This is an optimization exercise on Yosys and OpenROAD, whose aim is small area, a short achievable clock period and few clock cycles per item, not a production implementation.
Where RTL was checked, it was by simulation tests only, not by an equivalence proof against the original.
For runs 2 to 5, only the layout was checked, not whether the RTL still works.
Power and IR drop assume default switching activity.

--- run.sh ---
#!/bin/bash
# synth_recipe.tcl (not shown) runs the flow's synth.tcl, then flattens the netlist and writes it again
# the make line also repeats each setting of config.mk as NAME=value (left out here)
make -C /OpenROAD-flow-scripts/flow DESIGN_CONFIG=/design/flow/config.mk WORK_HOME=/design/flow/orfs CLKGATE_MAP_FILE= SYNTH_SCRIPT=/design/flow/synth_recipe.tcl finish
--- config.mk ---
export PLATFORM = sky130hd
export DESIGN_NAME = clear_ram_top
export DESIGN_NICKNAME = clear_ram_top
export VERILOG_FILES = /design/flow/design.v
export SDC_FILE = /design/flow/constraint.sdc
export NUM_CORES = 4
export LEC_CHECK = 0
export CAP_MARGIN = 20
export CORE_MARGIN = 2
export CORE_UTILIZATION = 40
export SETUP_SLACK_MARGIN = 2.0
export SLEW_MARGIN = 20
export TNS_END_PERCENT = 20
--- constraint.sdc ---
create_clock -name core_clock -period 4.5 [get_ports {CLK}]
set_input_delay 0.9000 -clock core_clock [delete_from_list [all_inputs] [get_ports {CLK}]]
set_output_delay 0.9000 -clock core_clock [all_outputs]
set_load 0.01 [all_outputs]
--- design.v ---
module clear_ram #(
    parameter int                    ADDR_WIDTH    = 8,
    parameter int                    DATA_WIDTH    = 10,
    parameter int                    MEM_SIZE      = 256,
    parameter logic [DATA_WIDTH-1:0] CLR_VALUE     = '0,
    parameter bit                    INIT_ON_RESET = 1'b1
) (
    input  logic                  CLK,
    input  logic                  RST_N,
    input  logic                  EN,
    input  logic                  WE,
    input  logic [ADDR_WIDTH-1:0] ADDR,
    input  logic [DATA_WIDTH-1:0] Din,
    input  logic                  CLR,
    output logic [DATA_WIDTH-1:0] Dout,
    output logic                  DVALID,
    output logic                  ERR,
    output logic                  BUSY,
    output logic                  DBG_STATE
);
    logic [DATA_WIDTH-1:0] mem [0:MEM_SIZE-1];
    logic                  busy_q;
    logic                  idle;
    logic                  clr_all;
    logic                  addr_ok;
    logic                  wr_fire;
    logic                  rd_fire;
    logic                  err_fire;
    logic [DATA_WIDTH-1:0] wdata;
    localparam int NLEAF = 1 << ADDR_WIDTH;
    function automatic int node_depth(input int n);
        int d;
        d = 0;
        for (int k = 1; k < 31; k++) if ((n >> k) != 0) d = k;
        node_depth = d;
    endfunction
    logic [2*NLEAF-1:1][DATA_WIDTH-1:0] node;
    always_ff @(posedge CLK or negedge RST_N) begin
        if (!RST_N) busy_q <= INIT_ON_RESET;
        else        busy_q <= 1'b0;
    end
    assign BUSY      = busy_q;
    assign DBG_STATE = busy_q;
    assign addr_ok  = (ADDR < ADDR_WIDTH'(MEM_SIZE));
    assign idle     = !busy_q && !CLR;
    assign clr_all  = busy_q || CLR;
    assign wr_fire  = idle && EN && WE;
    assign rd_fire  = idle && EN && !WE;
    assign err_fire = idle && EN && !addr_ok;
    assign wdata    = clr_all ? CLR_VALUE : Din;
    always_ff @(posedge CLK) begin
        for (int i = 0; i < MEM_SIZE; i++) begin
            if (clr_all || (wr_fire && ADDR == ADDR_WIDTH'(i))) mem[i] <= wdata;
        end
    end
    for (genvar a = 0; a < NLEAF; a++) begin : g_leaf
        if (a < MEM_SIZE) begin : g_word
            assign node[NLEAF + a] = mem[a];
        end else begin : g_none
            assign node[NLEAF + a] = '0;
        end
    end
    for (genvar n = 1; n < NLEAF; n++) begin : g_node
        assign node[n] = ADDR[ADDR_WIDTH - 1 - node_depth(n)] ? node[2*n + 1] : node[2*n];
    end
    always_ff @(posedge CLK or negedge RST_N) begin
        if (!RST_N) begin
            Dout   <= '0;
            DVALID <= 1'b0;
            ERR    <= 1'b0;
        end else begin
            DVALID <= rd_fire;
            ERR    <= err_fire;
            if (rd_fire) Dout <= node[1];
        end
    end
endmodule
module clear_ram_top (
    input  logic       CLK,
    input  logic       RST_N,
    input  logic       EN,
    input  logic       WE,
    input  logic [7:0] ADDR,
    input  logic [9:0] Din,
    input  logic       CLR,
    output logic [9:0] Dout,
    output logic       DVALID,
    output logic       ERR,
    output logic       BUSY,
    output logic       DBG_STATE
);
    clear_ram #(
        .ADDR_WIDTH   (8),
        .DATA_WIDTH   (10),
        .MEM_SIZE     (200),
        .CLR_VALUE    (10'h000),
        .INIT_ON_RESET(1'b1)
    ) u_ram (
        .CLK      (CLK),
        .RST_N    (RST_N),
        .EN       (EN),
        .WE       (WE),
        .ADDR     (ADDR),
        .Din      (Din),
        .CLR      (CLR),
        .Dout     (Dout),
        .DVALID   (DVALID),
        .ERR      (ERR),
        .BUSY     (BUSY),
        .DBG_STATE(DBG_STATE)
    );
endmodule
==> flow_summary.ini, run 1 <==
[global_route]
first_global_vias = 38917
grt_first_pass_wirelength_mm = 293
grt_start_max_net_pins = 137
antenna_found_initial = 1
grt_overflow = 0
grtUsageTotal = 0.205

[route]
wl_mm = 207
postRouteAntennaNets = 0
drt-pass1-iter-count = 8
routed-wl-met2_mm = 98.7
vias_per_cell = 5.88
via_count = 39482
post_drt_wl_per_cell_um = 30.9
detail_route.iter0.violations = 4813
route.detailed.drc = 0
route.met3.wl_mm = 16.9
m1WireLength_mm = 84.9
topRoutingLayerUsed = met4

[setup_path]
crit_type = input pin to flop
critical_path.max_fanout = 20
setup.worst_path.start_class = input pin
timing.critical_path.required_ns = 5.26
crit_arrival_ns = 3.37
crit-reg2reg-capture = u_ram.mem[7][3]
cp-end-kind = flop
rr_worst_depth = 8
timing.reg2reg.setup_slack_ns = 2.05
crit-reg2reg-launch = u_ram.busy_q

[pwr]
power_frac_clock = 0.394
leakage_nw = 33.3
internal-power_w = 0.0321
power_density_nw_per_um2 = 452
power.switching_fraction = 0.224
reg_power_frac = 0.533
peakVddDrop_mv = 0.443
switchingPower_w = 0.00928
combinationalPowerShare = 0.072

[synthesis]
synth-async-reset-ratio = 0.00646
ys_types = 48
synthXorXnorAreaFrac = 0
synth_fa_ha_area_frac = 0
synth.avg_cell_area_um2 = 21.5
ys_warn_count = 2
synth_compound_gate_area_share = 0.0460
synth_enable_flop_cells = 2000
yosys-mux-area-fraction = 0.148
ys_seq_elements = 2013
syn_std_cell_area_um2 = 78100
synth_cells = 3626
synth_sequential_area_ratio = 0.773
synth-main-ff-cell = edfxtp_1
combinational_family_with_the_most_area_after_synthesis = multiplexers
syn-num-nets = 3649
synth_simple_gate_area_frac = 0.0138

[sta]
worst_pin_slew_ns = 1.02
slew_violations = 0
fin_crit_ns = 2.61
final_hold_vio_count = 0
timing.max_slew.rel_slack = 0.316
fin_tns_setup_ns = 0
finalSetupViolCount = 0
timing.clock.skew_ns = 0.0471
grt_setup_unrepaired = true
clock.fmax_ghz = 0.383
finalCritPeriodShare = 0.580

[clocking]
clock_sinks = 2013
clkSlewWorstSetupHoldPaths_ns = 0.07
htree_levels = 4
ctsRootBufferMaster = clkbuf_16
cts_made_buffers = 199
cts_tree = done
cts_hold_buffers = 0
number_of_buffers_on_the_longest_clock_path = 3
clkLatencyLatePin_ns = 0.85

[floorplanning]
die_width_um = 446
floorplan.initialDensity = 0.402
design.portCount = 37
core_um2 = 194000
die_y_um = 446
floorplan.rows = 162
floorplan.die_area_um2 = 199000

[outcome]
status = finished clean

[place]
io_buffers = 36
placed_cells_incl_taps = 6319
post-dp-hpwl_mm = 127
gp_congestion = 0.933

[finish]
most-common-layout-cells = 2000 x edfxtp_1, 431 x mux4_2, 291 x buf_4, 206 x clkbuf_16, 181 x o21ai_1
syn_to_final_growth_pct = 17.3
layout-drive-gt1-share = 0.314
most_common_cell_after_layout_fill_and_taps_aside = edfxtp_1
number_of_fillers_in_the_final_layout = 15789
final_net_count = 4030
layout.cells.non_filler = 6716

[min_path]
worstHoldPathType = input pin to async pin

[flow_run]
timing.max_cap.violations = 0
==> final cells by class <==
class | instances | area (um^2) | area share
Inverter | 1 | 3.75 | 0.0000410
Tap cell | 2542 | 3180 | 0.0347
Clock buffer | 236 | 5120 | 0.0559
Clock inverter | 131 | 1300 | 0.0142
Multi-Input combinational cell | 1374 | 17300 | 0.189
Antenna cell | 1 | 2.50 | 0.0000273
Sequential cell | 2013 | 60400 | 0.660
Timing Repair Buffer | 418 | 4210 | 0.0460
==> metal layers <==
metal | global-route usage | vias up
met1 | 0.290 | 21147
met5 | 0 | -
met4 | 0.0660 | 0
li1 | - | 16203
met3 | 0.0397 | 323
met2 | 0.322 | 1809
==> synthesized netlist by cell type (all sizes together) (2+ instances only) <==
library cell	count	area share
a31oi	3	0.00024
dfrtp	12	0.0038
a41oi	9	0.0010
and2	16	0.0013
nor4	9	0.00072
o22ai	27	0.0022
o21ai	231	0.015
a22oi	141	0.014
o221ai	10	0.0011
and3	2	0.00016
mux2i	182	0.023
nor2b	9	0.00072
a21oi	21	0.0013
nand3	27	0.0017
or4b	2	0.00026
buf	144	0.014
mux2	4	0.00058
nor2	42	0.0021
nand2b	5	0.00040
o211ai	29	0.0028
nand4	11	0.00088
nand2	82	0.0040
mux4	431	0.12
nor3b	4	0.00053
clkbuf	96	0.0046
edfxtp	2000	0.77
a221oi	60	0.0083
and3b	3	0.00034
nor3	6	0.00038
==> timing repair <==
action / CTS / global route
pin swaps: 12 / 6
endpoints found under the setup margin: 2061 / 1698
buffers inserted: 6 / 5
gates resized for setup: 232 / 92
cloned: 6 / 12
==> registers in the layout (all words and copies together) (netlist names) <==
name and cells:
u_ram.ERR 1, u_ram.mem 2000, u_ram.busy_q 1, u_ram.DVALID 1
u_ram.Dout 10
==> cells by family after synthesis <==
family | Yosys count
AOI/OAI and AO/OA | 533
buffers and inverters | 241
DFF | 2013
muxes | 617
other | 1
and+or+nand+nor | 221
==> how the worst max path moves through the flow <==
stage | start | to | slack [ns] | cells past startpoint
after floorplan | ADDR[4] | u_ram.mem[112][0] | 1.59 | 6
after global placement | ADDR[1] | u_ram.Dout[1] | 0.21 | 9
after detailed placement | ADDR[1] | u_ram.Dout[1] | 0.19 | 9
after CTS | u_ram.DVALID | DVALID | 1.84 | 1
after global routing | CLR | u_ram.mem[53][0] | 1.87 | 7
final | ADDR[3] | u_ram.Dout[7] | 1.89 | 8
==> critical path: stages <==
cell and delay [ns]:
clkdlybuf4s15_2 0.34, buf_12 0.20, nor2b_2 0.50, buf_4 0.42, a22oi_1 0.21, nand2_1 0.32
a221oi_4 0.15, a221oi_2 0.30
==> power by group through the flow <==
stage | Sequential [W] | Combinational [W] | Clock [W]
2_1_floorplan | 0.0224 | 0.00165 | 0
3_3_place_gp | 0.0224 | 0.00284 | 0
3_5_place_dp | 0.0225 | 0.00285 | 0
4_1_cts | 0.0221 | 0.00295 | 0.0166
5_1_grt | 0.0222 | 0.00313 | 0.0173
6_report | 0.0221 | 0.00300 | 0.0163
==> per-stage QoR <==
step / area [um^2] / power (W) / hold WS, ns / setup slack, ns / utilization
global placement: 83400 / 0.0253 / 0.625 / 0.213 / 0.429
floorplan: 78100 / 0.0240 / 0.604 / 1.59 / -
CTS: 90900 / 0.0416 / 0.486 / 1.84 / 0.468
global route: 91500 / 0.0426 / 0.517 / 1.87 / 0.471
finish: 91600 / 0.0414 / 0.533 / 1.89 / 0.471
detailed placement: 83400 / 0.0253 / 0.630 / 0.189 / 0.429
Testbench counts, summed over its fixed seeds: cycles 27,073, accesses 26,977.
==> run 2: changes to the inputs <==
--- a/design.v
+++ b/design.v
@@ -28,12 +28,6 @@
     logic                  err_fire;
     logic [DATA_WIDTH-1:0] wdata;
     localparam int NLEAF = 1 << ADDR_WIDTH;
-    function automatic int node_depth(input int n);
-        int d;
-        d = 0;
-        for (int k = 1; k < 31; k++) if ((n >> k) != 0) d = k;
-        node_depth = d;
-    endfunction
     logic [2*NLEAF-1:1][DATA_WIDTH-1:0] node;
     always_ff @(posedge CLK or negedge RST_N) begin
         if (!RST_N) busy_q <= INIT_ON_RESET;
@@ -61,7 +55,7 @@
         end
     end
     for (genvar n = 1; n < NLEAF; n++) begin : g_node
-        assign node[n] = ADDR[ADDR_WIDTH - 1 - node_depth(n)] ? node[2*n + 1] : node[2*n];
+        assign node[n] = ADDR[ADDR_WIDTH - $clog2(n + 1)] ? node[2*n + 1] : node[2*n];
     end
     always_ff @(posedge CLK or negedge RST_N) begin
         if (!RST_N) begin
==> flow_summary.ini, run 2 <==
[setup_path]
crit-reg2reg-capture = u_ram.mem[7][3]
cp-end-kind = flop
crit_path_top_delay_cell = nor2b_2
crit-reg2reg-launch = u_ram.busy_q
rr_worst_depth = 8
critical_path.cell_chain = clkdlybuf4s15_2 -> buf_12 -> nor2b_2 -> buf_4 -> a22oi_1 -> nand2_1 -> a221oi_4 -> a221oi_2
setup.worst_path.start_class = input pin
crit_arrival_ns = 3.37
critical-path-max-stage-delay_ns = 0.50
timing.critical_path.required_ns = 5.26
timing.reg2reg.setup_slack_ns = 2.05
crit_type = input pin to flop
critical_path.max_fanout = 20

[sta]
finalSetupViolCount = 0
timing.clock.skew_ns = 0.0471
whs_ns = 0.533
final_hold_vio_count = 0
worst_pin_slew_ns = 1.02
slew_violations = 0
timing.max_slew.rel_slack = 0.316
fin_crit_ns = 2.61
grt_setup_unrepaired = true
clock.fmax_ghz = 0.383
finalCritPeriodShare = 0.580
fin_tns_setup_ns = 0

[synthesis]
ys_warn_count = 2
ys_seq_elements = 2013
cell_taking_the_most_area_after_synthesis = edfxtp_1
post_synth_most_frequent_cells = 2000 x edfxtp_1, 431 x mux4_2, 211 x o21ai_0
yosys-top-cells-area = edfxtp_1 77%, mux4_2 12%, mux2i_1 2.3%
syn-num-nets = 3649
synth_enable_flop_cells = 2000
yosys.cell_count.top_type = edfxtp_1
ys_types = 48
synth_top_area_frac = 0.769
syn_std_cell_area_um2 = 78100
synth-main-ff-cell = edfxtp_1
synth-async-reset-ratio = 0.00646
synth_sequential_area_ratio = 0.773
synth.avg_cell_area_um2 = 21.5
synth_cells = 3626

[place]
gp_congestion = 0.933
io_buffers = 36
placed_cells_incl_taps = 6319
post-dp-hpwl_mm = 127
placedInstanceArea_um2 = 83400

[finish]
layout.cell_area.non_filler_um2 = 91600
syn_to_final_growth_pct = 17.3
regMostFlops = u_ram.mem
layout-drive-gt1-share = 0.314
leading_registers_by_flop_count = u_ram.mem (2000), u_ram.Dout (10)
flip_flop_count_of_the_largest_register_after_layout = 2000
most-common-layout-cells = 2000 x edfxtp_1, 431 x mux4_2, 291 x buf_4, 206 x clkbuf_16, 181 x o21ai_1
most_common_cell_after_layout_fill_and_taps_aside = edfxtp_1
final_net_count = 4030
layout.cells.non_filler = 6716

[route]
postRouteAntennaNets = 0
post_drt_wl_per_cell_um = 30.9
via_count = 39482
wl_mm = 207
route.detailed.drc = 0
detail_route.iter0.violations = 4813
drt-pass1-iter-count = 8
vias_per_cell = 5.88

[pwr]
power_frac_clock = 0.394
reg_power_frac = 0.533
peakVddDrop_mv = 0.443
leakage_nw = 33.3
combinationalPowerShare = 0.072
internal-power_w = 0.0321
power.switching_fraction = 0.224
switchingPower_w = 0.00928
power_density_nw_per_um2 = 452

[global_route]
grt_first_pass_wirelength_mm = 293
first_global_vias = 38917
grtUsageTotal = 0.205
grt_start_max_net_pins = 137
grt_overflow = 0
antenna_found_initial = 1

[clocking]
htree_levels = 4
clock_sinks = 2013
number_of_buffers_on_the_longest_clock_path = 3
cts_made_buffers = 199
clkSlewWorstSetupHoldPaths_ns = 0.07
clkLatencyLatePin_ns = 0.85
ctsRootBufferMaster = clkbuf_16
cts_tree = done

[floorplanning]
design.portCount = 37
floorplan.rows = 162
floorplan.initialDensity = 0.402
floorplan.die_area_um2 = 199000
die_width_um = 446
core_um2 = 194000
die_y_um = 446

[outcome]
status = finished clean

[min_path]
worstHoldPathType = input pin to async pin

[flow_run]
timing.max_cap.violations = 0
-- run 2: cell counts in the layout (fill, tap and decap cells not counted) --
Identical to the previous run, type by type.
-- run 2: timing repair --
action                                  in CTS  in global routing
gates cloned                                 6                 12
hold buffers                                 0                  0
pin swaps                                   12                  6
buffers inserted                             6                  5
endpoints found under the setup margin    2061               1698
resized for setup                          232                 92
-- run 2: layout make-up --
class | count | area [um^2]
diodes | 1 | 2.50
well taps | 2542 | 3180
repair buffers | 418 | 4210
multi-input cells | 1374 | 17300
fillers | 15789 | 103000
clock inverters | 131 | 1300
inverters | 1 | 3.75
clock buffers | 236 | 5120
flip-flops and latches | 2013 | 60400
-- run 2: critical path: cells and delay by family --
family                 cells  cell delay (ns)
and+or+nand+nor            2             0.82
buffers and inverters      3             0.96
AOI/OAI and AO/OA          3             0.66
-- run 2: logic make-up after synthesis --
logic type | count (synthesis) | synth area share
and+or+nand+nor | 221 | 0.0138
other | 1 | 0.0000480
AOI/OAI and AO/OA | 533 | 0.0460
DFF | 2013 | 0.773
muxes | 617 | 0.148
buffers and inverters | 241 | 0.0184
-- run 2: through the flow --
| step | utilization | setup slack, ns | power, W |
|---|---|---|---|
| after floorplan | - | 1.59 | 0.0240 |
| after detailed placement | 0.429 | 0.189 | 0.0253 |
| after CTS | 0.468 | 1.84 | 0.0416 |
| final | 0.471 | 1.89 | 0.0414 |
| after global routing | 0.471 | 1.87 | 0.0426 |
| after global placement | 0.429 | 0.213 | 0.0253 |
-- run 2: how the worst max path moves through the flow --
stage,cells past startpoint,startpoint,to,slack [ns]
after floorplan,6,ADDR[4],u_ram.mem[112][0],1.59
after global placement,9,ADDR[1],u_ram.Dout[1],0.21
after detailed placement,9,ADDR[1],u_ram.Dout[1],0.19
after CTS,1,u_ram.DVALID,DVALID,1.84
after global routing,7,CLR,u_ram.mem[53][0],1.87
final,8,ADDR[3],u_ram.Dout[7],1.89
-- run 2: power by group through the flow --
stage / Combinational, W / Clock, W / Sequential [W]
after global routing: 0.00313 / 0.0173 / 0.0222
after floorplan: 0.00165 / 0 / 0.0224
final: 0.00300 / 0.0163 / 0.0221
after detailed placement: 0.00285 / 0 / 0.0225
after CTS: 0.00295 / 0.0166 / 0.0221
after global placement: 0.00284 / 0 / 0.0224
-- run 2: layer usage --
metal  part of all wire  GRT usage  wire length (um)
met5                  0          0                 0
met4              0.032     0.0660              6730
met3              0.082     0.0397             16900
met2               0.48      0.322             98700
met1               0.41      0.290             84900
==> run 3: changes to the inputs <==
--- a/design.v
+++ b/design.v
@@ -28,16 +28,22 @@
     logic                  err_fire;
     logic [DATA_WIDTH-1:0] wdata;
     localparam int NLEAF = 1 << ADDR_WIDTH;
+    function automatic int node_depth(input int n);
+        int d;
+        d = 0;
+        for (int k = 1; k < 31; k++) if ((n >> k) != 0) d = k;
+        node_depth = d;
+    endfunction
     logic [2*NLEAF-1:1][DATA_WIDTH-1:0] node;
     always_ff @(posedge CLK or negedge RST_N) begin
         if (!RST_N) busy_q <= INIT_ON_RESET;
-        else        busy_q <= 1'b0;
+        else        busy_q <= !busy_q && CLR;
     end
     assign BUSY      = busy_q;
     assign DBG_STATE = busy_q;
     assign addr_ok  = (ADDR < ADDR_WIDTH'(MEM_SIZE));
     assign idle     = !busy_q && !CLR;
-    assign clr_all  = busy_q || CLR;
+    assign clr_all  = busy_q;
     assign wr_fire  = idle && EN && WE;
     assign rd_fire  = idle && EN && !WE;
     assign err_fire = idle && EN && !addr_ok;
@@ -55,7 +61,7 @@
         end
     end
     for (genvar n = 1; n < NLEAF; n++) begin : g_node
-        assign node[n] = ADDR[ADDR_WIDTH - $clog2(n + 1)] ? node[2*n + 1] : node[2*n];
+        assign node[n] = ADDR[ADDR_WIDTH - 1 - node_depth(n)] ? node[2*n + 1] : node[2*n];
     end
     always_ff @(posedge CLK or negedge RST_N) begin
         if (!RST_N) begin
--- a/config.mk
+++ b/config.mk
@@ -8,6 +8,8 @@
 export CAP_MARGIN = 20
 export CORE_MARGIN = 2
 export CORE_UTILIZATION = 40
-export SETUP_SLACK_MARGIN = 2.0
+export CTS_CLUSTER_DIAMETER = 100
+export CTS_CLUSTER_SIZE = 30
+export SETUP_SLACK_MARGIN = 2.1
 export SLEW_MARGIN = 20
-export TNS_END_PERCENT = 20
+export TNS_END_PERCENT = 30
==> flow_summary.ini, run 3 <==
[route]
route.detailed.drc = 0
postRouteAntennaNets = 0
vias_per_cell = 5.88
detail_route.iter0.violations = 5064
via_count = 38812
wl_mm = 210
post_drt_wl_per_cell_um = 31.8
drt-pass1-iter-count = 6

[place]
dp_slack_ns = 0.397
gp_congestion = 0.862
post-dp-hpwl_mm = 119
io_buffers = 36

[synthesis]
post_synth_most_frequent_cells = 2000 x edfxtp_1, 462 x mux4_2, 213 x mux2i_1
cell_taking_the_most_area_after_synthesis = edfxtp_1
synth_sequential_area_ratio = 0.764
ys_seq_elements = 2013
yosys-top-cells-area = edfxtp_1 76%, mux4_2 13%, mux2i_1 2.7%
synth_cells = 3618
ys_warn_count = 2
syn-num-nets = 3641
yosys.cell_count.top_type = edfxtp_1
synth_top_area_frac = 0.760
ys_types = 47
synth_enable_flop_cells = 2000
synth-main-ff-cell = edfxtp_1
synth.avg_cell_area_um2 = 21.9
synth-async-reset-ratio = 0.00646
syn_std_cell_area_um2 = 79100

[clocking]
clkSlewWorstSetupHoldPaths_ns = 0.12
htree_levels = 3
clkLatencyLatePin_ns = 0.77
cts_tree = done
ctsRootBufferMaster = clkbuf_16
number_of_buffers_on_the_longest_clock_path = 3
clock_sinks = 2013
cts_made_buffers = 77

[min_path]
worstHoldPathType = input pin to async pin

[setup_path]
critical_path.n_buffers_inverters = 2
setup.worst_path.start_class = input pin
critical_path.cell_chain = buf_16 -> buf_4 -> mux4_2 -> mux4_2 -> o211ai_1 -> o311a_1 -> a311oi_1
worst-path-stages = 7
cpLargestDelayFamily = multiplexers
critPathMostFrequentCell = mux4_2
cp-endpoint = u_ram.Dout[1]
setup.worst_path.start = ADDR[1]
rr_worst_depth = 4
timing.critical_path.required_ns = 5.14
crit_type = input pin to flop
cp-end-kind = flop
critical-path-max-stage-delay_ns = 0.49
crit-reg2reg-launch = u_ram.busy_q
crit_path_top_delay_cell = mux4_2
timing.reg2reg.setup_slack_ns = 1.96
critical_path.max_fanout = 24
crit-reg2reg-capture = u_ram.mem[112][5]
crit_arrival_ns = 3.23

[floorplanning]
die_y_um = 449
die_width_um = 449
floorplan.die_area_um2 = 201000
floorplan.rows = 163
floorplan.initialDensity = 0.402
design.portCount = 37
core_um2 = 197000

[sta]
fin_tns_setup_ns = 0
fin_crit_ns = 2.59
grt_setup_unrepaired = true
final_hold_vio_count = 0
slew_violations = 0
finalCritPeriodShare = 0.575
worst_pin_slew_ns = 1.18
final.setup.worst_slack_ns = 1.91
finalSetupViolCount = 0
clock.fmax_ghz = 0.386
timing.clock.skew_ns = 0.0530
timing.max_slew.rel_slack = 0.215

[global_route]
grtUsageTotal = 0.202
grt_overflow = 0
first_global_vias = 38265
antenna_found_initial = 6
grt_start_max_net_pins = 201
grt_first_pass_wirelength_mm = 292

[finish]
regMostFlops = u_ram.mem
most_common_cell_after_layout_fill_and_taps_aside = edfxtp_1
syn_to_final_growth_pct = 15.3
leading_registers_by_flop_count = u_ram.mem (2000), u_ram.Dout (10)
flip_flop_count_of_the_largest_register_after_layout = 2000
final_net_count = 3960
most-common-layout-cells = 2000 x edfxtp_1, 462 x mux4_2, 225 x buf_4, 199 x mux2i_1
layout-drive-gt1-share = 0.337

[flow_run]
timing.max_cap.violations = 0

[pwr]
power_density_nw_per_um2 = 387
leakage_nw = 30.4
peakVddDrop_mv = 0.288

[outcome]
status = finished clean
-- run 3: cell count changes after synthesis, moves of 31 or more --
cell | before | now
a21o_1 | 0 | 124
mux2i_1 | 182 | 213
mux4_2 | 431 | 462
a22oi_1 | 139 | 57
o21ai_0 | 211 | 24
o21bai_1 | 0 | 76
-- run 3: power by group --
group | total, W | switching [W] | internal, W
Sequential | 0.0225 | 0.000346 | 0.0221
Combinational | 0.00404 | 0.00238 | 0.00166
Clock | 0.00879 | 0.00554 | 0.00324
Total | 0.0353 | 0.00827 | 0.0270
-- run 3: what timing repair did --
item | CTS | global route
cloned | 32 | 17
hold buffers | 0 | 0
buffers inserted | 54 | 71
endpoints found under the hold margin | 0 | 0
gates resized for setup | 316 | 245
setup endpoints to repair | 2172 | 2207
pin swaps | 45 | 36
-- run 3: final cells by class --
| class | count | area [um^2] |
|---|---|---|
| clock inverters | 8 | 87.6 |
| multi-input cells | 1398 | 19700 |
| well taps | 2640 | 3300 |
| flip-flops and latches | 2013 | 60400 |
| repair buffers | 445 | 5650 |
| clock buffers | 95 | 2020 |
| diodes | 4 | 10.0 |
| fillers | 16133 | 106000 |
| inverters | 2 | 10.0 |
-- run 3: worst min-delay path by stage --
stage	slack, ns	to	from	depth (start not counted)
detailed placement	0.72	u_ram.Dout[0]	u_ram.Dout[0]	2
CTS	0.62	u_ram.Dout[4]	RST_N	1
finish	0.65	u_ram.Dout[4]	RST_N	1
floorplan	0.59	u_ram.Dout[9]	u_ram.Dout[9]	2
global placement	0.71	u_ram.Dout[1]	u_ram.Dout[1]	2
global route	0.65	u_ram.Dout[4]	RST_N	1
-- run 3: logic make-up (layout without fill, tap and decap cells) --
| logic type | count (synthesis) | after routing | share of synthesized area |
|---|---|---|---|
| DFF | 2013 | 2013 | 0.764 |
| muxes | 697 | 697 | 0.162 |
| AOI/OAI and AO/OA | 446 | 464 | 0.0431 |
| and+or+nand+nor | 235 | 237 | 0.0140 |
| buffers and inverters | 227 | 550 | 0.0174 |
| other | 0 | 4 | 0 |
-- run 3: metrics by stage --
step                total power [W]  cell area [um^2]   util  hold slack, ns  std cells
floorplan                    0.0249             79800      -           0.587       3618
global placement             0.0264             84500  0.430           0.711       6324
detailed placement           0.0265             84500  0.430           0.722       6324
CTS                          0.0352             88900  0.452           0.617       6513
global route                 0.0363             91100  0.463           0.651       6604
finish                       0.0353             91100  0.463           0.653       6605
-- run 3: worst reg2reg max path, stage by stage (launching register included) --
cell	delay (ns)
dfstp_4	0.56
buf_4	0.25
bufbuf_16	0.36
nor2b_4	0.58
buf_12	0.45
-- run 3: per-layer routing --
layer,global-route usage,vias up,part of all wire
li1,-,15895,-
met1,0.286,21145,0.41
met2,0.324,1519,0.49
met3,0.0322,249,0.067
met4,0.0567,4,0.030
met5,0,-,0.00013
==> run 4: changes to the inputs <==
--- a/design.v
+++ b/design.v
@@ -20,6 +20,8 @@
 );
     logic [DATA_WIDTH-1:0] mem [0:MEM_SIZE-1];
     logic                  busy_q;
+    logic                  idle_q;
+    logic                  clr_q;
     logic                  idle;
     logic                  clr_all;
     logic                  addr_ok;
@@ -36,14 +38,20 @@
     endfunction
     logic [2*NLEAF-1:1][DATA_WIDTH-1:0] node;
     always_ff @(posedge CLK or negedge RST_N) begin
-        if (!RST_N) busy_q <= INIT_ON_RESET;
-        else        busy_q <= !busy_q && CLR;
+        if (!RST_N) begin
+            idle_q <= !INIT_ON_RESET;
+            clr_q  <= INIT_ON_RESET;
+        end else begin
+            idle_q <= !idle_q || !CLR;
+            clr_q  <= !clr_q && CLR;
+        end
     end
+    assign busy_q    = !idle_q;
     assign BUSY      = busy_q;
     assign DBG_STATE = busy_q;
     assign addr_ok  = (ADDR < ADDR_WIDTH'(MEM_SIZE));
     assign idle     = !busy_q && !CLR;
-    assign clr_all  = busy_q;
+    assign clr_all  = clr_q;
     assign wr_fire  = idle && EN && WE;
     assign rd_fire  = idle && EN && !WE;
     assign err_fire = idle && EN && !addr_ok;
==> config.mk (replaced) <==
export PLATFORM = sky130hd
export DESIGN_NAME = clear_ram_top
export DESIGN_NICKNAME = clear_ram_top
export VERILOG_FILES = /design/flow/design.v
export SDC_FILE = /design/flow/constraint.sdc
export NUM_CORES = 4
export LEC_CHECK = 0
export CAP_MARGIN = 20
export CORE_MARGIN = 2
export CORE_UTILIZATION = 55
export CTS_CLUSTER_DIAMETER = 70
export CTS_CLUSTER_SIZE = 20
export PLACE_DENSITY = 0.7
export SETUP_SLACK_MARGIN = 2.4
export SLEW_MARGIN = 20
export TNS_END_PERCENT = 10
==> flow_summary.ini, run 4 <==
[outcome]
status = finished clean

[min_path]
worstHoldPathType = input pin to async pin

[global_route]
grt_start_max_net_pins = 201
grt_first_pass_wirelength_mm = 275
antenna_found_initial = 3
grt_overflow = 0
grtUsageTotal = 0.263
first_global_vias = 37927

[clocking]
ctsRootBufferMaster = clkbuf_16
number_of_buffers_on_the_longest_clock_path = 3
clock_sinks = 2014
clkLatencyLatePin_ns = 0.79
htree_levels = 3
cts_made_buffers = 118
clkSlewWorstSetupHoldPaths_ns = 0.09
cts_tree = done

[finish]
leading_registers_by_flop_count = u_ram.mem (2000), u_ram.Dout (10)
final_net_count = 3856
multi_input_comb_area_um2 = 19600
flip_flop_count_of_the_largest_register_after_layout = 2000
most-common-layout-cells = 2000 x edfxtp_1, 462 x mux4_2, 208 x mux2i_1, 123 x clkbuf_16, 122 x buf_4
layout-drive-gt1-share = 0.316
layout.cell_area.non_filler_um2 = 89600
layout.cells.non_filler = 5804
most_common_cell_after_layout_fill_and_taps_aside = edfxtp_1
seqCellArea_um2 = 60400
regMostFlops = u_ram.mem
number_of_fillers_in_the_final_layout = 9399
syn_to_final_growth_pct = 13.5

[synthesis]
syn-num-nets = 3653
syn_std_cell_area_um2 = 79000
yosys.cell_count.top_type = edfxtp_1
synth_sequential_area_ratio = 0.765
post_synth_most_frequent_cells = 2000 x edfxtp_1, 462 x mux4_2, 213 x mux2i_1
cell_taking_the_most_area_after_synthesis = edfxtp_1
synth.avg_cell_area_um2 = 21.8
ys_types = 45
synth_enable_flop_cells = 2000
synth_cells = 3630
synth-main-ff-cell = edfxtp_1
ys_warn_count = 2
synth-async-reset-ratio = 0.00695
yosys-top-cells-area = edfxtp_1 76%, mux4_2 13%, mux2i_1 2.7%
synth_top_area_frac = 0.760
ys_seq_elements = 2014

[floorplanning]
design.portCount = 37
core_um2 = 143000
floorplan.initialDensity = 0.552
floorplan.rows = 139
die_width_um = 383
die_y_um = 383
floorplan.die_area_um2 = 147000

[pwr]
fin_total_pwr_w = 0.0375
power_density_nw_per_um2 = 418
peakVddDrop_mv = 0.360
leakage_nw = 30.1

[setup_path]
crit-reg2reg-capture = u_ram.Dout[6]
cp-end-kind = flop
crit_type = input pin to flop
crit_arrival_ns = 3.31
setup.worst_path.start = ADDR[0]
critical_path.max_fanout = 6
timing.critical_path.required_ns = 5.15
timing.reg2reg.setup_slack_ns = 1.90
setup.worst_path.start_class = input pin
rr_worst_depth = 5
crit-reg2reg-launch = u_ram.mem[164][6]

[route]
drt-pass1-iter-count = 6
postRouteAntennaNets = 0
via_count = 38926
post_drt_wl_per_cell_um = 33.5
vias_per_cell = 6.71
route.detailed.drc = 0
detail_route.iter0.violations = 5173
wl_mm = 194

[sta]
grt_setup_unrepaired = true
timing.clock.skew_ns = 0.0656
worst_pin_slew_ns = 1.38
finalCritPeriodShare = 0.590
finalSetupViolCount = 0
final_hold_vio_count = 0
fin_crit_ns = 2.66
clock.fmax_ghz = 0.377
whs_ns = 0.460
fin_tns_setup_ns = 0
timing.max_slew.rel_slack = 0.0830
slew_violations = 0

[place]
gp_congestion = 0.888
post-dp-hpwl_mm = 111
io_buffers = 36
placedInstanceArea_um2 = 82800
placed_cells_incl_taps = 5506

[flow_run]
timing.max_cap.violations = 0
## run 4: area by class of cell
| type | count | share of cell area |
|---|---|---|
| multi-input cells | 1419 | 0.219 |
| clock inverters | 32 | 0.00437 |
| diodes | 2 | 0.0000558 |
| flip-flops and latches | 2014 | 0.674 |
| well taps | 1903 | 0.0266 |
| inverters | 2 | 0.0000837 |
| repair buffers | 278 | 0.0407 |
| clock buffers | 154 | 0.0354 |
## run 4: timing repair
item | in CTS | in global routing
cloned | 33 | 20
resized for setup | 360 | 128
pin swaps | 74 | 29
buffers inserted | 40 | 15
hold endpoints to repair | 0 | 0
hold buffers | 0 | 0
setup endpoints to repair | 2251 | 2534
## run 4: where the power goes
part           switching (W)  internal (W)  total, W
combinational        0.00224       0.00147   0.00371
sequential          0.000358        0.0221    0.0225
clock                0.00595       0.00533    0.0113
## run 4: metal layers
metal	GRT usage	vias to the layer above	routed length, um
li1	-	15794	-
met1	0.376	20655	75500
met2	0.408	2133	92400
met3	0.0546	340	19400
met4	0.0932	4	7010
met5	0.00728	-	164
## run 4: how the worst max path moves through the flow
stage,slack [ns],end
4_1_cts,1.98,u_ram.Dout[1]
3_5_place_dp,0.38,u_ram.Dout[8]
3_3_place_gp,0.38,u_ram.Dout[8]
6_report,1.84,u_ram.Dout[6]
2_1_floorplan,1.41,u_ram.mem[0][0]
5_1_grt,1.92,u_ram.Dout[6]
## run 4: metrics by stage
stage	utilization	setup slack (ns)
floorplan	-	1.41
global placement	0.579	0.383
detailed placement	0.579	0.379
CTS	0.619	1.98
global route	0.626	1.92
finish	0.626	1.84
## run 4: cells by family after synthesis
| kind of cell | after synthesis | synth area share |
|---|---|---|
| buffers and inverters | 236 | 0.0169 |
| AND/OR/NAND/NOR | 238 | 0.0143 |
| flip-flops | 2014 | 0.765 |
| multiplexers | 697 | 0.162 |
| AO/OA/AOI/OAI | 445 | 0.0423 |
## run 4: worst max-delay path, cell delays in order
cell	delay [ns]
buf_16	0.14
buf_8	0.14
mux4_2	0.53
mux4_2	0.49
o211ai_1	0.67
o311a_4	0.39
a311oi_2	0.05
==> run 5: changes to the inputs <==
--- a/config.mk
+++ b/config.mk
@@ -7,10 +7,10 @@
 export LEC_CHECK = 0
 export CAP_MARGIN = 20
 export CORE_MARGIN = 2
-export CORE_UTILIZATION = 55
+export CORE_UTILIZATION = 62
 export CTS_CLUSTER_DIAMETER = 70
 export CTS_CLUSTER_SIZE = 20
-export PLACE_DENSITY = 0.7
+export PLACE_DENSITY = 0.76
 export SETUP_SLACK_MARGIN = 2.4
 export SLEW_MARGIN = 20
 export TNS_END_PERCENT = 10
==> flow_summary.ini, run 5 <==
[outcome]
status = finished clean

[pwr]
peakVddDrop_mv = 0.403
combinationalPowerShare = 0.106
power_density_nw_per_um2 = 412
switchingPower_w = 0.00863
internal-power_w = 0.0287
fin_total_pwr_w = 0.0374
leakage_nw = 30.9
reg_power_frac = 0.603
power_frac_clock = 0.292
power.switching_fraction = 0.231

[global_route]
grtUsageTotal = 0.307
grt_first_pass_wirelength_mm = 284
grt_overflow = 0
antenna_found_initial = 6
first_global_vias = 39335
grt_start_max_net_pins = 201

[route]
drt-pass1-iter-count = 9
detail_route.iter0.violations = 6766
wl_mm = 209
route.detailed.drc = 0
postRouteAntennaNets = 0
via_count = 41117
post_drt_wl_per_cell_um = 37.1
vias_per_cell = 7.29

[sta]
worst_pin_slew_ns = 1.19
timing.clock.skew_ns = 0.0320
slew_violations = 0
finalSetupViolCount = 0
clock.fmax_ghz = 0.349
final.setup.worst_slack_ns = 1.64
fin_tns_setup_ns = 0
fin_crit_ns = 2.86
timing.max_slew.rel_slack = 0.204
final_hold_vio_count = 0
finalCritPeriodShare = 0.636
grt_setup_unrepaired = true

[setup_path]
setup.worst_path.start_class = input pin
crit_type = input pin to flop
critical_path.cell_chain = buf_16 -> buf_16 -> mux4_2 -> mux4_2 -> o211ai_1 -> o311a_4 -> a311oi_2
timing.reg2reg.setup_slack_ns = 1.79
crit_arrival_ns = 3.50
critical_path.max_fanout = 7
critical_path.n_buffers_inverters = 2
timing.critical_path.required_ns = 5.14
cpLargestDelayFamily = compound AO/OA/AOI/OAI gates
rr_worst_depth = 5
cp-end-kind = flop
crit-reg2reg-capture = u_ram.Dout[1]
crit-reg2reg-launch = u_ram.mem[165][1]
crit_path_top_delay_cell = o211ai_1
setup.worst_path.start = ADDR[0]
critical-path-max-stage-delay_ns = 0.72

[synthesis]
ys_seq_elements = 2014
cell_taking_the_most_area_after_synthesis = edfxtp_1
syn-num-nets = 3653
synth_top_area_frac = 0.760
yosys.cell_count.top_type = edfxtp_1
synth-main-ff-cell = edfxtp_1
synth.avg_cell_area_um2 = 21.8
synth-async-reset-ratio = 0.00695
post_synth_most_frequent_cells = 2000 x edfxtp_1, 462 x mux4_2, 213 x mux2i_1
yosys-top-cells-area = edfxtp_1 76%, mux4_2 13%, mux2i_1 2.7%
synth_enable_flop_cells = 2000
synth_cells = 3630
synth_sequential_area_ratio = 0.765
ys_types = 45
syn_std_cell_area_um2 = 79000
ys_warn_count = 2

[clocking]
cts_hold_buffers = 0
clkLatencyLatePin_ns = 0.77
number_of_buffers_on_the_longest_clock_path = 3
clkSlewWorstSetupHoldPaths_ns = 0.09
htree_levels = 3
ctsRootBufferMaster = clkbuf_16
cts_made_buffers = 116
clock_sinks = 2014
cts_tree = done

[finish]
regMostFlops = u_ram.mem
leading_registers_by_flop_count = u_ram.mem (2000), u_ram.Dout (10)
most_common_cell_after_layout_fill_and_taps_aside = edfxtp_1
final_net_count = 3964
layout-drive-gt1-share = 0.336
most-common-layout-cells = 2000 x edfxtp_1, 462 x mux4_2, 208 x mux2i_1, 170 x buf_4, 129 x a21o_4
flip_flop_count_of_the_largest_register_after_layout = 2000
syn_to_final_growth_pct = 14.9

[place]
post-dp-hpwl_mm = 112
io_buffers = 36
dp_slack_ns = 0.335
gp_congestion = 0.902

[floorplanning]
die_y_um = 361
design.portCount = 37
floorplan.die_area_um2 = 130000
die_width_um = 361
floorplan.rows = 130
floorplan.initialDensity = 0.627
core_um2 = 126000

[min_path]
worstHoldPathType = input pin to async pin

[flow_run]
timing.max_cap.violations = 0
-- run 5: cell types whose count changed in the layout (fill, tap and decap cells not counted), sizes merged --
cell | previous run | this run
buf | 240 | 324
a21o | 189 | 209
clkbuf | 158 | 147
clkinv | 15 | 10
clkdlybuf4s15 | 4 | 0
bufinv | 6 | 3
inv | 10 | 13
bufbuf | 5 | 7
dlygate4sd2 | 13 | 15
clkdlybuf4s18 | 0 | 1
clkdlybuf4s50 | 12 | 13
clkinvlp | 3 | 2
diode | 2 | 1
-- run 5: routing by layer --
| layer | track usage | part of all wire |
|---|---|---|
| met2 | 0.475 | 0.47 |
| met3 | 0.0709 | 0.12 |
| met1 | 0.435 | 0.36 |
| met5 | 0 | 0.00045 |
| met4 | 0.117 | 0.050 |
-- run 5: worst max-delay path by stage --
stage	end	depth (start not counted)
CTS	u_ram.Dout[1]	7
finish	u_ram.Dout[1]	7
global placement	u_ram.Dout[0]	9
global route	u_ram.Dout[1]	7
detailed placement	u_ram.Dout[0]	9
floorplan	u_ram.mem[0][0]	1
-- run 5: repair_timing --
item | 4_1_cts | 5_1_grt
pin swaps | 85 | 50
gates resized for setup | 386 | 155
gates cloned | 50 | 39
buffers inserted | 71 | 43
endpoints found under the setup margin | 3604 | 3393
-- run 5: cell families after synthesis --
kind of cell	share of synthesized area
DFF	0.765
muxes	0.162
AOI/OAI and AO/OA	0.0423
and+or+nand+nor	0.0143
buffers and inverters	0.0169
-- run 5: through the flow --
| stage | std cells | cell area (um^2) | utilization | hold WS [ns] |
|---|---|---|---|---|
| 2_1_floorplan | 3630 | 79600 | - | 0.448 |
| 3_3_place_gp | 5270 | 82600 | 0.656 | 0.488 |
| 6_report | 5639 | 90800 | 0.720 | 0.130 |
| 4_1_cts | 5556 | 89100 | 0.707 | 0.499 |
| 5_1_grt | 5638 | 90800 | 0.720 | 0.0990 |
| 3_5_place_dp | 5270 | 82600 | 0.656 | 0.510 |
-- run 5: final cells by class --
cell class / instances / area (um^2)
antenna: 1 / 2.50
clock buffer: 139 / 3060
clock inverter: 26 / 283
fill: 6819 / 35300
inverter: 2 / 7.51
multi-input combinational: 1439 / 20000
sequential: 2014 / 60400
tap: 1650 / 2060
timing repair buffer: 368 / 4910
-- run 5: power by group through the flow --
| stage | registers [W] | clock network (W) | logic [W] |
|---|---|---|---|
| 3_5_place_dp | 0.0229 | 0 | 0.00336 |
| 5_1_grt | 0.0226 | 0.0115 | 0.00407 |
| 4_1_cts | 0.0225 | 0.0109 | 0.00372 |
| 2_1_floorplan | 0.0228 | 0 | 0.00214 |
| 6_report | 0.0225 | 0.0109 | 0.00394 |
| 3_3_place_gp | 0.0228 | 0 | 0.00330 |
-- run 5: worst register-to-register path: cells and delay by family (launching register included) --
| kind | cells | cell delay [ns] |
|---|---|---|
| DFF | 1 | 0.38 |
| muxes | 2 | 1.02 |
| AOI/OAI and AO/OA | 3 | 1.18 |
==> run 6: changes to the inputs <==
--- a/design.v
+++ b/design.v
@@ -20,7 +20,6 @@
 );
     logic [DATA_WIDTH-1:0] mem [0:MEM_SIZE-1];
     logic                  busy_q;
-    logic                  idle_q;
     logic                  clr_q;
     logic                  idle;
     logic                  clr_all;
@@ -39,14 +38,13 @@
     logic [2*NLEAF-1:1][DATA_WIDTH-1:0] node;
     always_ff @(posedge CLK or negedge RST_N) begin
         if (!RST_N) begin
-            idle_q <= !INIT_ON_RESET;
+            busy_q <= INIT_ON_RESET;
             clr_q  <= INIT_ON_RESET;
         end else begin
-            idle_q <= !idle_q || !CLR;
+            busy_q <= !busy_q && CLR;
             clr_q  <= !clr_q && CLR;
         end
     end
-    assign busy_q    = !idle_q;
     assign BUSY      = busy_q;
     assign DBG_STATE = busy_q;
     assign addr_ok  = (ADDR < ADDR_WIDTH'(MEM_SIZE));
--- a/config.mk
+++ b/config.mk
@@ -7,10 +7,10 @@
 export LEC_CHECK = 0
 export CAP_MARGIN = 20
 export CORE_MARGIN = 2
-export CORE_UTILIZATION = 62
+export CORE_UTILIZATION = 55
 export CTS_CLUSTER_DIAMETER = 70
 export CTS_CLUSTER_SIZE = 20
-export PLACE_DENSITY = 0.76
+export PLACE_DENSITY = 0.7
 export SETUP_SLACK_MARGIN = 2.4
 export SLEW_MARGIN = 20
 export TNS_END_PERCENT = 10
==> flow_summary.ini, run 6 <==
[outcome]
status = finished clean

[place]
gp_congestion = 0.927
placedInstanceArea_um2 = 84900
io_buffers = 36
post-dp-hpwl_mm = 119

[setup_path]
critical-path-max-stage-delay_ns = 0.51
worst-path-stages = 10
cp-end-kind = flop
setup.worst_path.start = ADDR[0]
critical_path.cell_chain = buf_16 -> buf_12 -> buf_8 -> buf_4 -> mux4_2 -> mux2_2 -> a22oi_1 -> nor2b_1 -> o221ai_2 -> a221oi_2
setup.worst_path.start_class = input pin
timing.critical_path.required_ns = 5.13
critical_path.n_buffers_inverters = 4
critical_path.max_fanout = 7
timing.reg2reg.setup_slack_ns = 2.00
crit_type = input pin to flop
crit-reg2reg-launch = u_ram.busy_q
rr_worst_depth = 9
crit-reg2reg-capture = u_ram.mem[7][5]
crit_arrival_ns = 3.13
cpLargestDelayFamily = multiplexers
crit_path_top_delay_cell = mux4_2

[pwr]
peakVddDrop_mv = 0.327
internal-power_w = 0.0292
switchingPower_w = 0.00881
power_density_nw_per_um2 = 409
leakage_nw = 31.9
combinationalPowerShare = 0.110
power.switching_fraction = 0.232
reg_power_frac = 0.592
power_frac_clock = 0.298

[finish]
most_common_cell_after_layout_fill_and_taps_aside = edfxtp_1
number_of_fillers_in_the_final_layout = 9267
final_net_count = 4165
most-common-layout-cells = 2000 x edfxtp_1, 406 x mux4_2, 241 x mux2i_1, 233 x buf_4, 133 x a22oi_1
leading_registers_by_flop_count = u_ram.mem (2000), u_ram.Dout (10)
final_util = 0.648
layout-drive-gt1-share = 0.334
syn_to_final_growth_pct = 17.4
flip_flop_count_of_the_largest_register_after_layout = 2000
regMostFlops = u_ram.mem
layout.cell_area.non_filler_um2 = 92900

[synthesis]
ys_types = 52
yosys.cell_count.top_type = edfxtp_1
synth-main-ff-cell = edfxtp_1
cell_taking_the_most_area_after_synthesis = edfxtp_1
synth_cells = 3744
ys_warn_count = 2
post_synth_most_frequent_cells = 2000 x edfxtp_1, 401 x mux4_2, 275 x mux2i_1
synth.avg_cell_area_um2 = 21.1
ys_seq_elements = 2014
synth_top_area_frac = 0.759
syn_std_cell_area_um2 = 79200
synth-async-reset-ratio = 0.00695
yosys-top-cells-area = edfxtp_1 76%, mux4_2 11%, mux2i_1 3.5%
syn-num-nets = 3767
synth_sequential_area_ratio = 0.763
synth_enable_flop_cells = 2000

[clocking]
cts_made_buffers = 119
ctsRootBufferMaster = clkbuf_16
clkLatencyLatePin_ns = 0.77
clkSlewWorstSetupHoldPaths_ns = 0.08
clock_sinks = 2014
cts_tree = done
number_of_buffers_on_the_longest_clock_path = 3
cts_hold_buffers = 0
htree_levels = 3

[sta]
whs_ns = 0.561
finalSetupViolCount = 0
final_hold_vio_count = 0
fin_crit_ns = 2.50
timing.clock.skew_ns = 0.0336
clock.fmax_ghz = 0.400
worst_pin_slew_ns = 1.24
slew_violations = 0
grt_setup_unrepaired = true
timing.max_slew.rel_slack = 0.176
finalCritPeriodShare = 0.556

[route]
via_count = 40930
vias_per_cell = 6.70
post_drt_wl_per_cell_um = 34.0
wl_mm = 208
detail_route.iter0.violations = 5455
drt-pass1-iter-count = 8
postRouteAntennaNets = 0
route.detailed.drc = 0

[floorplanning]
design.portCount = 37
core_um2 = 143000
floorplan.initialDensity = 0.552
die_y_um = 383
floorplan.rows = 139
die_width_um = 383
floorplan.die_area_um2 = 147000

[global_route]
grtUsageTotal = 0.281
antenna_found_initial = 5
grt_first_pass_wirelength_mm = 293
first_global_vias = 39725
grt_overflow = 0
grt_start_max_net_pins = 201

[min_path]
worstHoldPathType = input pin to flop
hold_start = CLR
cell_depth_of_the_worst_hold_path = 2
worst_hold_path.endpoint = u_ram.busy_q

[flow_run]
timing.max_cap.violations = 0
-- run 6: changes by cell type in the layout (fill, tap and decap cells not counted), sizes merged, moves of 19 or more --
cell,before,now
buf,324,477
a22oi,57,181
a21o,209,129
mux2i,213,275
mux4,462,406
nand2,70,22
nand3,18,53
o21bai,50,76
a22o,29,9
a221oi,29,10
-- run 6: kinds of logic (layout without fill, tap and decap cells) --
logic type / after synthesis / in the layout / share of synthesized area
simple gates: 230 / 233 / 0.0147
mux: 709 / 709 / 0.154
compound gates: 541 / 546 / 0.0509
other cells: 0 / 1 / 0
flops: 2014 / 2014 / 0.763
buf+inv: 250 / 704 / 0.0168
-- run 6: timing repair --
item	CTS	global route
pin swaps	70	32
gates resized for setup	447	98
hold endpoints to repair	0	0
endpoints found under the setup margin	2320	2724
buffers inserted	78	22
cloned	41	11
-- run 6: worst max-delay path by stage --
stage | endpoint | slack, ns
floorplan | u_ram.mem[0][0] | 1.41
global placement | u_ram.Dout[3] | 0.0004
global route | u_ram.mem[7][5] | 1.95
detailed placement | u_ram.Dout[3] | -0.05
finish | u_ram.Dout[1] | 2.00
CTS | u_ram.Dout[8] | 2.06
-- run 6: metal layers --
| layer | share of wire | GRT usage |
|---|---|---|
| met5 | 0 | 0 |
| met1 | 0.38 | 0.396 |
| met3 | 0.10 | 0.0616 |
| met4 | 0.039 | 0.101 |
| met2 | 0.48 | 0.439 |
-- run 6: worst register-to-register path: cells and delay by family (launching register included) --
kind,cells,cell delay (ns)
AND/OR/NAND/NOR,3,0.84
AO/OA/AOI/OAI,1,0.19
buffers and inverters,5,0.81
flip-flops,1,0.39
-- run 6: area by class of cell --
class,count,area (um^2),area share
inverter,5,35.0,0.000377
antenna,1,2.50,0.0000269
tap,1903,2380,0.0256
clock inverter,37,488,0.00525
multi-input combinational,1488,19600,0.211
clock buffer,148,3110,0.0334
timing repair buffer,514,6850,0.0738
sequential,2014,60400,0.650
-- run 6: per-stage QoR --
stage          worst slack [ns]  setup TNS [ns]  total power [W]  instances
6_report                   2.00               0           0.0380       6110
3_3_place_gp           0.000381               0           0.0264       5772
5_1_grt                    1.95               0           0.0390       6109
3_5_place_dp            -0.0456         -0.0456           0.0266       5772
2_1_floorplan              1.41               0           0.0249       3744
4_1_cts                    2.06               0           0.0380       6076
-- run 6: power by group through the flow --
| stage | Sequential, W | Combinational, W | Clock, W |
|---|---|---|---|
| after floorplan | 0.0228 | 0.00213 | 0 |
| after global placement | 0.0229 | 0.00358 | 0 |
| after detailed placement | 0.0229 | 0.00362 | 0 |
| after CTS | 0.0225 | 0.00409 | 0.0114 |
| after global routing | 0.0226 | 0.00437 | 0.0121 |
| final | 0.0225 | 0.00419 | 0.0113 |
Testbench counts of run 6, summed over its fixed seeds: cycles 27,169, accesses 26,977.
==> run 7: changes to the inputs <==
==> config.mk (replaced) <==
export PLATFORM = sky130hd
export DESIGN_NAME = clear_ram_top
export DESIGN_NICKNAME = clear_ram_top
export VERILOG_FILES = /design/flow/design.v
export SDC_FILE = /design/flow/constraint.sdc
export NUM_CORES = 4
export LEC_CHECK = 0
export CAP_MARGIN = 20
export CORE_MARGIN = 2
export CORE_UTILIZATION = 40
export CTS_CLUSTER_DIAMETER = 90
export CTS_CLUSTER_SIZE = 25
export SETUP_SLACK_MARGIN = 2.6
export SLEW_MARGIN = 20
export TNS_END_PERCENT = 5
==> flow_summary.ini, run 7 <==
[outcome]
status = finished clean

[place]
post-dp-hpwl_mm = 127
dp_slack_ns = -0.000754
placed_cells_incl_taps = 6459
placedInstanceArea_um2 = 85000
gp_congestion = 0.885
io_buffers = 36

[synthesis]
yosys.cell_count.top_type = edfxtp_1
post_synth_most_frequent_cells = 2000 x edfxtp_1, 401 x mux4_2, 275 x mux2i_1
yosys-top-cells-area = edfxtp_1 76%, mux4_2 11%, mux2i_1 3.5%
synth-main-ff-cell = edfxtp_1
synth_enable_flop_cells = 2000
ys_types = 52
syn_std_cell_area_um2 = 79200
synth_cells = 3744
syn-num-nets = 3767
ys_warn_count = 2
synth.avg_cell_area_um2 = 21.1
cell_taking_the_most_area_after_synthesis = edfxtp_1
synth-async-reset-ratio = 0.00695
ys_seq_elements = 2014
synth_sequential_area_ratio = 0.763
synth_top_area_frac = 0.759

[global_route]
grtUsageTotal = 0.206
grt_first_pass_wirelength_mm = 299
antenna_found_initial = 3
grt_start_max_net_pins = 201
grt_overflow = 0
first_global_vias = 39195

[finish]
number_of_fillers_in_the_final_layout = 16248
syn_to_final_growth_pct = 17.0
regMostFlops = u_ram.mem
most-common-layout-cells = 2000 x edfxtp_1, 403 x mux4_2, 251 x buf_4, 241 x mux2i_1, 154 x a22oi_1
layout-drive-gt1-share = 0.324
layout.cells.non_filler = 6803
flip_flop_count_of_the_largest_register_after_layout = 2000
final_net_count = 4122
most_common_cell_after_layout_fill_and_taps_aside = edfxtp_1
final_util = 0.470
leading_registers_by_flop_count = u_ram.mem (2000), u_ram.Dout (10)
layout.cell_area.non_filler_um2 = 92600

[setup_path]
cp-end-kind = flop
critical_path.max_fanout = 7
critical_path.n_buffers_inverters = 5
critical_path.cell_chain = dlygate4sd2_1 -> nand4_1 -> buf_6 -> or3_4 -> buf_12 -> buf_12 -> o21bai_4 -> clkbuf_16
timing.critical_path.required_ns = 4.98
critical-path-max-stage-delay_ns = 0.61
crit_type = input pin to flop
setup.worst_path.start_class = input pin
crit_path_top_delay_cell = dlygate4sd2_1
critPathMostFrequentCell = buf_12
cpLargestDelayFamily = buffers and inverters
crit_arrival_ns = 3.07

[pwr]
reg_power_frac = 0.615
fin_total_pwr_w = 0.0366
power_density_nw_per_um2 = 395
power.switching_fraction = 0.237
combinationalPowerShare = 0.114
leakage_nw = 31.1
internal-power_w = 0.0279
switchingPower_w = 0.00866
peakVddDrop_mv = 0.283
power_frac_clock = 0.271

[sta]
worst_pin_slew_ns = 1.14
finalCritPeriodShare = 0.574
timing.max_slew.rel_slack = 0.236
clock.fmax_ghz = 0.387
final.setup.worst_slack_ns = 1.92
fin_crit_ns = 2.58
final_hold_vio_count = 0
finalSetupViolCount = 0
timing.clock.skew_ns = 0.0666
grt_setup_unrepaired = true
slew_violations = 0

[flow_run]
timing.max_cap.violations = 0

[clocking]
ctsRootBufferMaster = clkbuf_16
number_of_buffers_on_the_longest_clock_path = 3
cts_tree = done
clkSlewWorstSetupHoldPaths_ns = 0.10
cts_made_buffers = 94
clkLatencyLatePin_ns = 0.80
clock_sinks = 2014
htree_levels = 3
cts_hold_buffers = 0

[min_path]
worstHoldPathType = input pin to async pin

[route]
postRouteAntennaNets = 0
post_drt_wl_per_cell_um = 31.3
via_count = 39725
detail_route.iter0.violations = 4894
drt-pass1-iter-count = 5
wl_mm = 213
vias_per_cell = 5.84
route.detailed.drc = 0

[floorplanning]
design.portCount = 37
floorplan.die_area_um2 = 201000
die_width_um = 449
die_y_um = 449
floorplan.rows = 163
core_um2 = 197000
floorplan.initialDensity = 0.402
==> run 7: cell counts after synthesis <==
No cell type changed its count.
==> run 7: what timing repair did <==
item,in CTS,in global routing
endpoints found under the setup margin,3740,3223
pin swaps,96,17
cloned,35,15
setup buffers,111,20
gates resized for setup,497,72
==> run 7: cells by family after synthesis <==
family | count (synthesis) | share of synthesized area
mux | 709 | 0.154
buf+inv | 250 | 0.0168
flops | 2014 | 0.763
compound gates | 541 | 0.0509
simple gates | 230 | 0.0147
==> run 7: worst reg2reg max path, delay by kind of cell (launching register included) <==
kind	cells	cell delay (ns)
AO/OA/AOI/OAI	1	0.20
buffers and inverters	5	0.89
flip-flops	1	0.50
AND/OR/NAND/NOR	3	0.73
==> run 7: cell type report <==
class / instances / area (um^2) / area share
antenna: 1 / 2.50 / 0.0000270
inverter: 5 / 22.5 / 0.000243
clock buffer: 138 / 2560 / 0.0276
multi-input combinational: 1494 / 19800 / 0.214
timing repair buffer: 490 / 6250 / 0.0675
clock inverter: 21 / 235 / 0.00254
tap: 2640 / 3300 / 0.0357
sequential: 2014 / 60400 / 0.653
==> run 7: worst paths after layout <==
kind                               from           endpoint  slack, ns  cells after the start
max reg2reg                u_ram.busy_q  u_ram.mem[145][4]       1.93                      9
max in group asynchronous         RST_N      u_ram.Dout[1]       3.93                      1
min reg2reg                u_ram.busy_q       u_ram.busy_q       0.65                      1
max                                  WE  u_ram.mem[145][4]       1.92                      8
min                               RST_N      u_ram.Dout[7]       0.13                      1
min in group core_clock             CLR        u_ram.clr_q       0.57                      2
==> run 7: per-layer routing <==
layer | GRT usage | routed length (um) | vias to the layer above
met2 | 0.333 | 103000 | 1564
met1 | 0.291 | 89100 | 21450
met4 | 0.0662 | 6720 | 0
met5 | 0 | 0 | -
met3 | 0.0291 | 14200 | 246
li1 | - | - | 16465
==> run 7: power by group through the flow <==
| stage | Combinational [W] | Clock [W] | Sequential (W) |
|---|---|---|---|
| finish | 0.00417 | 0.00991 | 0.0225 |
| global route | 0.00437 | 0.0107 | 0.0226 |
| CTS | 0.00413 | 0.0101 | 0.0225 |
| detailed placement | 0.00361 | 0 | 0.0229 |
| global placement | 0.00358 | 0 | 0.0229 |
| floorplan | 0.00213 | 0 | 0.0228 |
==> run 7: per-stage QoR <==
stage          hold slack (ns)  setup TNS (ns)
4_1_cts                 0.0719               0
3_3_place_gp             0.679         -0.0400
3_5_place_dp             0.692       -0.000754
2_1_floorplan            0.514               0
6_report                 0.126               0
5_1_grt                 0.0993               0
==> run 8: changes to the inputs <==
--- a/config.mk
+++ b/config.mk
@@ -7,9 +7,10 @@
 export LEC_CHECK = 0
 export CAP_MARGIN = 20
 export CORE_MARGIN = 2
-export CORE_UTILIZATION = 40
+export CORE_UTILIZATION = 50
 export CTS_CLUSTER_DIAMETER = 90
 export CTS_CLUSTER_SIZE = 25
+export PLACE_DENSITY = 0.66
 export SETUP_SLACK_MARGIN = 2.6
 export SLEW_MARGIN = 20
 export TNS_END_PERCENT = 5
==> flow_summary.ini, run 8 <==
[outcome]
status = finished clean

[global_route]
grt_overflow = 0
antenna_found_initial = 5
first_global_vias = 39481
grt_first_pass_wirelength_mm = 295
grtUsageTotal = 0.256
grt_start_max_net_pins = 201

[setup_path]
timing.critical_path.required_ns = 5.14
crit_arrival_ns = 3.25
rr_worst_depth = 7
crit_path_top_delay_cell = mux4_2
critical-path-max-stage-delay_ns = 0.54
setup.worst_path.start_class = input pin
timing.reg2reg.setup_slack_ns = 2.06
cp-end-kind = flop
crit-reg2reg-launch = u_ram.mem[175][8]
critical_path.cell_chain = bufbuf_16 -> buf_6 -> mux4_2 -> mux2i_1 -> nor3_1 -> a2111oi_4 -> a221oi_2
crit-reg2reg-capture = u_ram.Dout[8]
crit_type = input pin to flop
critical_path.max_fanout = 16

[route]
vias_per_cell = 6.51
wl_mm = 211
route.detailed.drc = 0
via_count = 40792
drt-pass1-iter-count = 5
post_drt_wl_per_cell_um = 33.6
postRouteAntennaNets = 0
detail_route.iter0.violations = 5413

[finish]
leading_registers_by_flop_count = u_ram.mem (2000), u_ram.Dout (10)
most_common_cell_after_layout_fill_and_taps_aside = edfxtp_1
regMostFlops = u_ram.mem
final_net_count = 4141
most-common-layout-cells = 2000 x edfxtp_1, 403 x mux4_2, 262 x buf_4, 251 x mux2i_1, 142 x a22oi_1
flip_flop_count_of_the_largest_register_after_layout = 2000
layout-drive-gt1-share = 0.330
syn_to_final_growth_pct = 16.1

[pwr]
leakage_nw = 31.3
peakVddDrop_mv = 0.352
power_density_nw_per_um2 = 396

[place]
io_buffers = 36
dp_slack_ns = 0.410
gp_congestion = 0.931
post-dp-hpwl_mm = 120

[sta]
slew_violations = 0
timing.max_slew.rel_slack = 0.183
final_hold_vio_count = 0
final.setup.worst_slack_ns = 1.89
clock.fmax_ghz = 0.384
fin_tns_setup_ns = 0
grt_setup_unrepaired = true
finalSetupViolCount = 0
fin_crit_ns = 2.61
finalCritPeriodShare = 0.579
worst_pin_slew_ns = 1.23
timing.clock.skew_ns = 0.0374

[synthesis]
ys_warn_count = 2
yosys.cell_count.top_type = edfxtp_1
post_synth_most_frequent_cells = 2000 x edfxtp_1, 401 x mux4_2, 275 x mux2i_1
synth_sequential_area_ratio = 0.763
cell_taking_the_most_area_after_synthesis = edfxtp_1
ys_seq_elements = 2014
synth.avg_cell_area_um2 = 21.1
synth-async-reset-ratio = 0.00695
yosys-top-cells-area = edfxtp_1 76%, mux4_2 11%, mux2i_1 3.5%
synth_top_area_frac = 0.759
synth_enable_flop_cells = 2000
ys_types = 52
synth-main-ff-cell = edfxtp_1
syn-num-nets = 3767
syn_std_cell_area_um2 = 79200
synth_cells = 3744

[clocking]
clock_sinks = 2014
cts_hold_buffers = 0
clkLatencyLatePin_ns = 0.77
htree_levels = 3
clkSlewWorstSetupHoldPaths_ns = 0.10
number_of_buffers_on_the_longest_clock_path = 3
cts_tree = done
cts_made_buffers = 93
ctsRootBufferMaster = clkbuf_16

[min_path]
worstHoldPathType = input pin to async pin

[floorplanning]
floorplan.initialDensity = 0.502
die_width_um = 402
design.portCount = 37
die_y_um = 402
floorplan.rows = 146
core_um2 = 158000
floorplan.die_area_um2 = 162000

[flow_run]
timing.max_cap.violations = 0
==> run 8: cell types whose count changed in the layout (fill, tap and decap cells not counted), moves of 7 or more <==
| cell | delta |
|---|---|
| a22oi_1 | -12 |
| mux2i_1 | +10 |
| a21o_2 | +20 |
| mux2i_4 | -12 |
| a22oi_2 | +12 |
| nand2_1 | -7 |
| a21o_4 | -30 |
| a21o_1 | +12 |
| buf_4 | +11 |
| clkbuf_1 | +18 |
==> run 8: repair_timing <==
item                        CTS  global route
resized for setup           448           149
pin swaps                    92            43
setup buffers               113            33
setup endpoints to repair  3896          3719
gates cloned                 40            16
==> run 8: final cells by class <==
cell class / instances / area, um^2
Antenna cell: 1 / 2.50
Clock buffer: 154 / 2580
Clock inverter: 13 / 165
Fill cell: 11291 / 66000
Inverter: 5 / 26.3
Multi-Input combinational cell: 1497 / 19700
Sequential cell: 2014 / 60400
Tap cell: 2072 / 2590
Timing Repair Buffer: 507 / 6390
==> run 8: metal layers <==
metal | part of all wire | up-vias | global-route usage
met2 | 0.47 | 2191 | 0.398
met3 | 0.097 | 394 | 0.0496
li1 | - | 16529 | -
met1 | 0.39 | 21672 | 0.369
met4 | 0.038 | 6 | 0.0858
met5 | 0.00013 | - | 0
==> run 8: cell families after synthesis <==
| group | after synthesis | share of synthesized area |
|---|---|---|
| DFF | 2014 | 0.763 |
| and+or+nand+nor | 230 | 0.0147 |
| buffers and inverters | 250 | 0.0168 |
| AOI/OAI and AO/OA | 541 | 0.0509 |
| muxes | 709 | 0.154 |
==> run 8: worst max path at each step <==
stage            start               to  slack (ns)  cells past startpoint
3_5_place_dp   ADDR[0]    u_ram.Dout[0]        0.41                      8
3_3_place_gp   ADDR[0]    u_ram.Dout[0]        0.47                      8
4_1_cts        ADDR[0]    u_ram.Dout[8]        2.02                      9
2_1_floorplan   Din[0]  u_ram.mem[0][0]        1.41                      1
6_report       ADDR[1]    u_ram.Dout[8]        1.89                      7
5_1_grt        ADDR[0]    u_ram.Dout[8]        1.97                      8
==> run 8: where the power goes <==
group,internal [W],switching [W],total [W]
clock,0.00402,0.00575,0.00978
combinational,0.00169,0.00244,0.00413
sequential,0.0221,0.000374,0.0225
==> run 8: worst max-delay path, delay by kind of cell <==
kind | cells | cell delay, ns
mux | 2 | 0.93
compound gates | 2 | 0.62
buf+inv | 2 | 0.56
simple gates | 1 | 0.22
==> run 8: per-stage QoR <==
| stage | power, W | instance area (um^2) | cells | utilization | hold slack (ns) |
|---|---|---|---|---|---|
| 4_1_cts | 0.0364 | 90900 | 6212 | 0.576 | 0.499 |
| 3_5_place_dp | 0.0264 | 84200 | 5892 | 0.534 | 0.512 |
| 6_report | 0.0364 | 91900 | 6263 | 0.582 | 0.107 |
| 2_1_floorplan | 0.0249 | 79800 | 3744 | - | 0.514 |
| 3_3_place_gp | 0.0263 | 84200 | 5892 | 0.534 | 0.504 |
| 5_1_grt | 0.0374 | 91900 | 6262 | 0.582 | 0.0951 |

-- static timing again, ports no longer ideal --
The flow's constraints put no driver on any port. The routed layouts listed below were extracted and timed again, unchanged, in two steps.
Step 1: set_driving_cell puts a clkbuf_16 on CLK and a buf_2 on each other input, an assumption about the parent block.
Step 2 also shifts input and output timing later by t, the mid clock arrival at the registers, as if the neighbouring blocks saw the same clock.
Slacks: no drivers / after step 1 / after step 2; pairs: no drivers / after step 1.
run | t (ns) | setup WS [ns] | worst slew at a driven data input, ns
run 1 | 0.913 | 1.891 / 1.800 / 0.887 | 0.27
run 2 | 0.913 | 1.891 / 1.800 / 0.887 | 0.27
run 3 | 0.832 | 1.911 / 1.645 / 0.814 | 0.43
run 4 | 0.843 | 1.844 / 1.559 / 0.716 | 0.41
run 5 | 0.837 | 1.639 / 1.420 / 0.582 | 0.38
run 6 | 0.840 | 1.997 / 1.708 / 0.868 | 0.42
run 7 | 0.840 | 1.918 / 1.633 / 0.793 | 0.48
run 8 | 0.837 | 1.894 / 1.780 / 0.944 | 0.19
After both steps every run listed still meets setup and hold. For run 6, which loses most, drivers alone change the setup slack by -0.289 ns; drivers and shift together by -1.129 ns.
